This design comes from an exercise in tuning for a short achievable clock period and few clock cycles on the open sky130 flow, not from production work.
Function was checked by simulation only, so behaviour that the tests miss may differ from the original.

==> module pn_alu_small, before the edit <==
module pn_alu_small #(
    parameter int W = pn_pkg::PN_DATA_W
) (
    input  pn_pkg::pn_data_t lhs,
    input  logic [3:0]       op_oh,
    input  logic [2:0]       val,
    output pn_pkg::pn_data_t result
);
    localparam int U = W - 3;
    logic [W-1:0]   a;
    logic [U-1:0]   hi, hi_p, hi_m;
    logic [W-1:0]   a3, a5, a7;
    logic [8*W-1:0] c_add, c_sub, c_mul, c_abs;
    logic [W-1:0]   r_add, r_sub, r_mul, r_abs;
    assign a    = lhs;
    assign hi   = a[W-1:3];
    assign hi_p = hi + 1'b1;
    assign hi_m = hi - 1'b1;
    assign a3 = a + {a[W-2:0], 1'b0};
    assign a5 = a + {a[W-3:0], 2'b0};
    assign a7 = {a[W-4:0], 3'b0} - a;
    for (genvar v = 0; v < 8; v++) begin : g_val
        localparam logic [3:0] V4 = v;
        localparam logic [4:0] N5 = 5'(1 - v);
        logic [3:0]   ls, ld;
        logic [4:0]   ln;
        logic [W-1:0] s, d, ns, m;
        assign ls = {1'b0, a[2:0]} + V4;
        assign s  = {ls[3] ? hi_p : hi, ls[2:0]};
        assign ld = {1'b0, a[2:0]} - V4;
        assign d  = {ld[3] ? hi_m : hi, ld[2:0]};
        assign ln = {2'b00, ~a[2:0]} + N5;
        always_comb begin
            case (ln[4:3])
                2'b01:   ns = {~hi_m, ln[2:0]};
                2'b11:   ns = {~hi_p, ln[2:0]};
                default: ns = {~hi, ln[2:0]};
            endcase
        end
        case (v)
            0:       assign m = '0;
            1:       assign m = a;
            2:       assign m = {a[W-2:0], 1'b0};
            3:       assign m = a3;
            4:       assign m = {a[W-3:0], 2'b0};
            5:       assign m = a5;
            6:       assign m = {a3[W-2:0], 1'b0};
            default: assign m = a7;
        endcase
        assign c_add[v*W +: W] = s;
        assign c_sub[v*W +: W] = d;
        assign c_mul[v*W +: W] = m;
        assign c_abs[v*W +: W] = s[W-1] ? ns : s;
    end
    assign r_add = c_add[val*W +: W];
    assign r_sub = c_sub[val*W +: W];
    assign r_mul = c_mul[val*W +: W];
    assign r_abs = c_abs[val*W +: W];
    assign result = ({W{op_oh[0]}} & r_add)
                  | ({W{op_oh[1]}} & r_sub)
                  | ({W{op_oh[2]}} & r_mul)
                  | ({W{op_oh[3]}} & r_abs);
endmodule
==> flow/config.mk <==
export PLATFORM = sky130hd
export DESIGN_NAME = pn_top
export DESIGN_NICKNAME = pn_top
export VERILOG_FILES = /design/flow/design.v
export SDC_FILE = /design/flow/constraint.sdc
export NUM_CORES = 4
export LEC_CHECK = 0
export ABC_CLOCK_PERIOD_IN_PS = 1500
export CAP_MARGIN = 20
export CORE_MARGIN = 2
export CORE_UTILIZATION = 40
export SLEW_MARGIN = 20
export TNS_END_PERCENT = 5
==> flow/constraint.sdc <==
create_clock -name core_clock -period 11.0 [get_ports {clk}]
set_input_delay 2.2000 -clock core_clock [delete_from_list [all_inputs] [get_ports {clk}]]
set_output_delay 2.2000 -clock core_clock [all_outputs]
set_load 0.01 [all_outputs]
standard.sh (not shown) runs the stock make flow with config.mk's settings and CLKGATE_MAP_FILE= SYNTH_SCRIPT=/design/flow/synth_recipe.tcl, a recipe that flattens the netlist after the stock synthesis.
==> flow/flow/run.sh <==
#!/bin/bash
set -o pipefail
export SETUP_SLACK_MARGIN=${PN_SETUP_MARGIN:-7.6}
bash standard.sh > standard.log 2>&1
Testbench counts at the start, summed over its fixed seeds: cycles 5,191.
==> next run, changes <==
--- a/flow/design.v
+++ b/flow/design.v
@@ -103,6 +103,5 @@
     logic [U-1:0]   hi, hi_p, hi_m;
     logic [W-1:0]   a3, a5, a7;
-    logic [8*W-1:0] c_add, c_sub, c_mul, c_abs;
-    logic [W-1:0]   r_add, r_sub, r_mul, r_abs;
+    logic [8*W-1:0] cands;
     assign a    = lhs;
     assign hi   = a[W-1:3];
@@ -140,17 +139,10 @@
             default: assign m = a7;
         endcase
-        assign c_add[v*W +: W] = s;
-        assign c_sub[v*W +: W] = d;
-        assign c_mul[v*W +: W] = m;
-        assign c_abs[v*W +: W] = s[W-1] ? ns : s;
+        assign cands[v*W +: W] = ({W{op_oh[0]}} & s)
+                               | ({W{op_oh[1]}} & d)
+                               | ({W{op_oh[2]}} & m)
+                               | ({W{op_oh[3]}} & (s[W-1] ? ns : s));
     end
-    assign r_add = c_add[val*W +: W];
-    assign r_sub = c_sub[val*W +: W];
-    assign r_mul = c_mul[val*W +: W];
-    assign r_abs = c_abs[val*W +: W];
-    assign result = ({W{op_oh[0]}} & r_add)
-                  | ({W{op_oh[1]}} & r_sub)
-                  | ({W{op_oh[2]}} & r_mul)
-                  | ({W{op_oh[3]}} & r_abs);
+    assign result = cands[val*W +: W];
 endmodule
 `timescale 1ns/1ps
The changed run passed the timing, DRC and antenna checks.
Design area is higher by 1.4%.
Non-clock buffer count came out lower by 8.
Synthesized area climbs by 0.98%.
Global-route usage is lower by 2.1 points.
Worst setup slack gets better by 0.17 ns.
Hold slack is worse by 0.0049 ns.
Core utilization barely changes.
Testbench counts after the change, summed over its fixed seeds: cycles 5,191.

Setup of run R:
Another version of the RTL of pn_top (not shown whole).
Size: about 550 flip-flops, about 0.051 mm^2 of cells after synthesis.
export LEC_CHECK = 0
export ABC_CLOCK_PERIOD_IN_PS = 1500
export CAP_MARGIN = 20
export CORE_MARGIN = 2
export CORE_UTILIZATION = 40
export SLEW_MARGIN = 20
export TNS_END_PERCENT = 5
create_clock -name core_clock -period 11.0 [get_ports {clk}]
Scripts as last shown in full above: flow/flow/run.sh
Testbench counts of run R, summed over its fixed seeds: cycles 5,191.
### run R -> run Y
--- a/flow/design.v
+++ b/flow/design.v
@@ -1395,48 +1395,38 @@
 module pn_token_buffer (
     input  logic                clk,
     input  logic                rst_n,
     input  logic                in_valid,
     input  logic                mode,
     input  logic                operator,
     input  logic [2:0]          in,
     input  logic                rd_advance,   
     input  logic                frame_done,   
     output logic [3:0]          token,
-    output logic [3:0]          token_op_oh,  
     output logic                token_avail,
     output logic                bypass,       
     output pn_pkg::pn_tok_idx_t token_count,  
     output logic                last_token,   
     output logic                frame_active,
     output logic                frame_closed,
     output pn_pkg::pn_mode_e    frame_mode
 );
     logic [3:0]          entries [pn_pkg::PN_MAX_TOKENS];
     pn_pkg::pn_tok_idx_t count_q;
     pn_pkg::pn_tok_idx_t rd_q;
     pn_pkg::pn_tok_idx_t rd_p1;
     pn_pkg::pn_mode_e    mode_q;
     logic                closed_q;
     logic [3:0]          cur_q;
-    logic [3:0]          cur_oh_q;
-    logic [3:0]          in_oh, next_oh;
     logic [3:0]          in_tok;
     logic                first;
     assign in_tok = {operator, in};
-    function automatic logic [3:0] op_onehot(input logic [2:0] code);
-        op_onehot = {code == pn_pkg::OP_ABS_SUM, code == pn_pkg::OP_MUL,
-                     code == pn_pkg::OP_SUB,
-                     code != pn_pkg::OP_ABS_SUM && code != pn_pkg::OP_MUL &&
-                     code != pn_pkg::OP_SUB};
-    endfunction
-    assign in_oh = op_onehot(in);
     assign first  = (count_q == '0);
     assign rd_p1  = rd_q + pn_pkg::pn_tok_idx_t'(1);
     assign bypass = (rd_q == count_q);
     always_ff @(posedge clk or negedge rst_n) begin
         if (!rst_n) begin
             count_q  <= '0;
             rd_q     <= '0;
             closed_q <= 1'b0;
             mode_q   <= pn_pkg::MODE_PREFIX;
         end else if (frame_done) begin
@@ -1455,44 +1445,40 @@
             if (first && in_valid) begin
                 mode_q <= pn_pkg::pn_mode_e'(mode);
             end
         end
     end
     always_ff @(posedge clk) begin
         if (in_valid) begin
             entries[count_q] <= in_tok;
         end
         if (rd_advance) begin
-            cur_q    <= (rd_p1 == count_q) ? in_tok : entries[rd_p1];
-            cur_oh_q <= (rd_p1 == count_q) ? in_oh : op_onehot(entries[rd_p1][2:0]);
+            cur_q <= (rd_p1 == count_q) ? in_tok : entries[rd_p1];
         end else if (bypass) begin
-            cur_q    <= in_tok;
-            cur_oh_q <= in_oh;
+            cur_q <= in_tok;
         end
     end
     assign token        = bypass ? in_tok : cur_q;
-    assign token_op_oh  = bypass ? in_oh : cur_oh_q;
     assign token_avail  = bypass ? in_valid : 1'b1;
     assign token_count  = count_q;
     assign frame_active = !first;
     assign frame_closed = closed_q || !in_valid;
     assign frame_mode   = first ? pn_pkg::pn_mode_e'(mode) : mode_q;
     assign last_token   = bypass ? (count_q == pn_pkg::pn_tok_idx_t'(14))
                                  : (rd_p1 == count_q &&
                                     (frame_closed || count_q == pn_pkg::pn_tok_idx_t'(15)));
 endmodule
 `timescale 1ns/1ps
 module pn_evaluator (
     input  logic                clk,
     input  logic                rst_n,
     input  logic [3:0]          tok_token,
-    input  logic [3:0]          tok_op_oh,
     input  logic                tok_avail,
     input  logic                tok_last,
     input  logic                tok_frame_active,
     input  logic                tok_frame_closed,
     input  pn_pkg::pn_mode_e    tok_frame_mode,
     output logic                tok_rd_advance,
     output logic                tok_frame_done,
     output logic                out_valid,
     output pn_pkg::pn_word_t    out
 );
@@ -1534,21 +1520,21 @@
     assign is_oper  = tok_token[3];
     assign tok_val  = tok_token[2:0];
     assign tok_data = pn_pkg::pn_data_t'({{(pn_pkg::PN_DATA_W-3){1'b0}}, tok_val});
     function automatic logic [3:0] op_onehot(input logic [2:0] code);
         op_onehot = {code == pn_pkg::OP_ABS_SUM, code == pn_pkg::OP_MUL,
                      code == pn_pkg::OP_SUB,
                      code != pn_pkg::OP_ABS_SUM && code != pn_pkg::OP_MUL &&
                      code != pn_pkg::OP_SUB};
     endfunction
     logic [3:0] alu_oh;
-    assign alu_oh = postfix ? tok_op_oh : top_oh_q;
+    assign alu_oh = postfix ? op_onehot(tok_val) : top_oh_q;
     pn_alu u_alu (
         .lhs      (n_q),
         .rhs      (t_q),
         .op_oh    (alu_oh),
         .big_s    (big_s),
         .big_c    (big_c),
         .result   (alu_res),
         .need_big (need_big)
     );
     pn_bigmul u_bigmul (
@@ -1717,54 +1703,51 @@
     input  logic             clk,
     input  logic             rst_n,
     input  logic             in_valid,
     input  logic             mode,
     input  logic             operator,
     input  logic [2:0]       in,
     output logic             out_valid,
     output pn_pkg::pn_word_t out
 );
     logic [3:0]          tok_token;
-    logic [3:0]          tok_op_oh;
     logic                tok_avail;
     logic                tok_bypass;
     pn_pkg::pn_tok_idx_t tok_count;
     logic                tok_last;
     logic                tok_frame_active;
     logic                tok_frame_closed;
     pn_pkg::pn_mode_e    tok_frame_mode;
     logic                tok_rd_advance;
     logic                tok_frame_done;
     pn_token_buffer u_token_buffer (
         .clk          (clk),
         .rst_n        (rst_n),
         .in_valid     (in_valid),
         .mode         (mode),
         .operator     (operator),
         .in           (in),
         .rd_advance   (tok_rd_advance),
         .frame_done   (tok_frame_done),
         .token        (tok_token),
-        .token_op_oh  (tok_op_oh),
         .token_avail  (tok_avail),
         .bypass       (tok_bypass),
         .token_count  (tok_count),
         .last_token   (tok_last),
         .frame_active (tok_frame_active),
         .frame_closed (tok_frame_closed),
         .frame_mode   (tok_frame_mode)
     );
     pn_evaluator u_evaluator (
         .clk              (clk),
         .rst_n            (rst_n),
         .tok_token        (tok_token),
-        .tok_op_oh        (tok_op_oh),
         .tok_avail        (tok_avail),
         .tok_last         (tok_last),
         .tok_frame_active (tok_frame_active),
         .tok_frame_closed (tok_frame_closed),
         .tok_frame_mode   (tok_frame_mode),
         .tok_rd_advance   (tok_rd_advance),
         .tok_frame_done   (tok_frame_done),
         .out_valid        (out_valid),
         .out              (out)
     );
Findings:
Fraction of final layout cells with drive strength greater than 1 was higher in run R than in run Y.
[run Y] XOR/XNOR share of the synthesized area rose 0.69 points relative to run R
Looking at global-route layer with the greatest usage, the met1 result is from run Y; the met2 one comes from run R.
Run Y vs. run R: number of vias per cell decreased by 1.0% relative to the old numbers; via count dropped 2302.
Fmax | run Y vs run R | run Y faster
From run R to run Y the numbers moved as follows: design area lower; shortest clock period the worst path allows after layout lower.
Testbench counts of run Y, summed over its fixed seeds: cycles 5,191.

-- static timing again, ports no longer ideal --
No port has a modelled driver above. Below, the same layouts with a new extraction and two added sets of constraints. Step 1: set_driving_cell puts a clkbuf_16 on clk and a buf_2 on each other input, an assumption about the parent block. Step 2 times the ports against the registers' clock, not the clock port: input delays grow and output delays shrink by t, the midpoint of the rising clock arrivals with the driver on. Slacks: no drivers / after step 1 / after step 2; pairs: no drivers / after step 1.
run	t (ns)	setup slack, ns	worst hold slack (ns)	worst slew at a driven data input, ns	cell pins on the clock port's net
the first run of note 1	0.717	6.534 / 6.527 / 5.810	0.320 / 0.320 / 0.320	0.14	1
the second run of note 1	0.718	6.703 / 6.703 / 6.118	0.315 / 0.315 / 0.315	0.13	1
run R	0.758	6.332 / 6.358 / 5.614	0.321 / 0.321 / 0.321	0.06	1
run Y	0.755	6.429 / 6.429 / 5.729	0.327 / 0.327 / 0.327	0.15	1
After both steps every run listed still meets setup and hold. The setup slack of the first run of note 1, which loses most, moves by -0.007 ns with the drivers and by -0.724 ns with both steps.
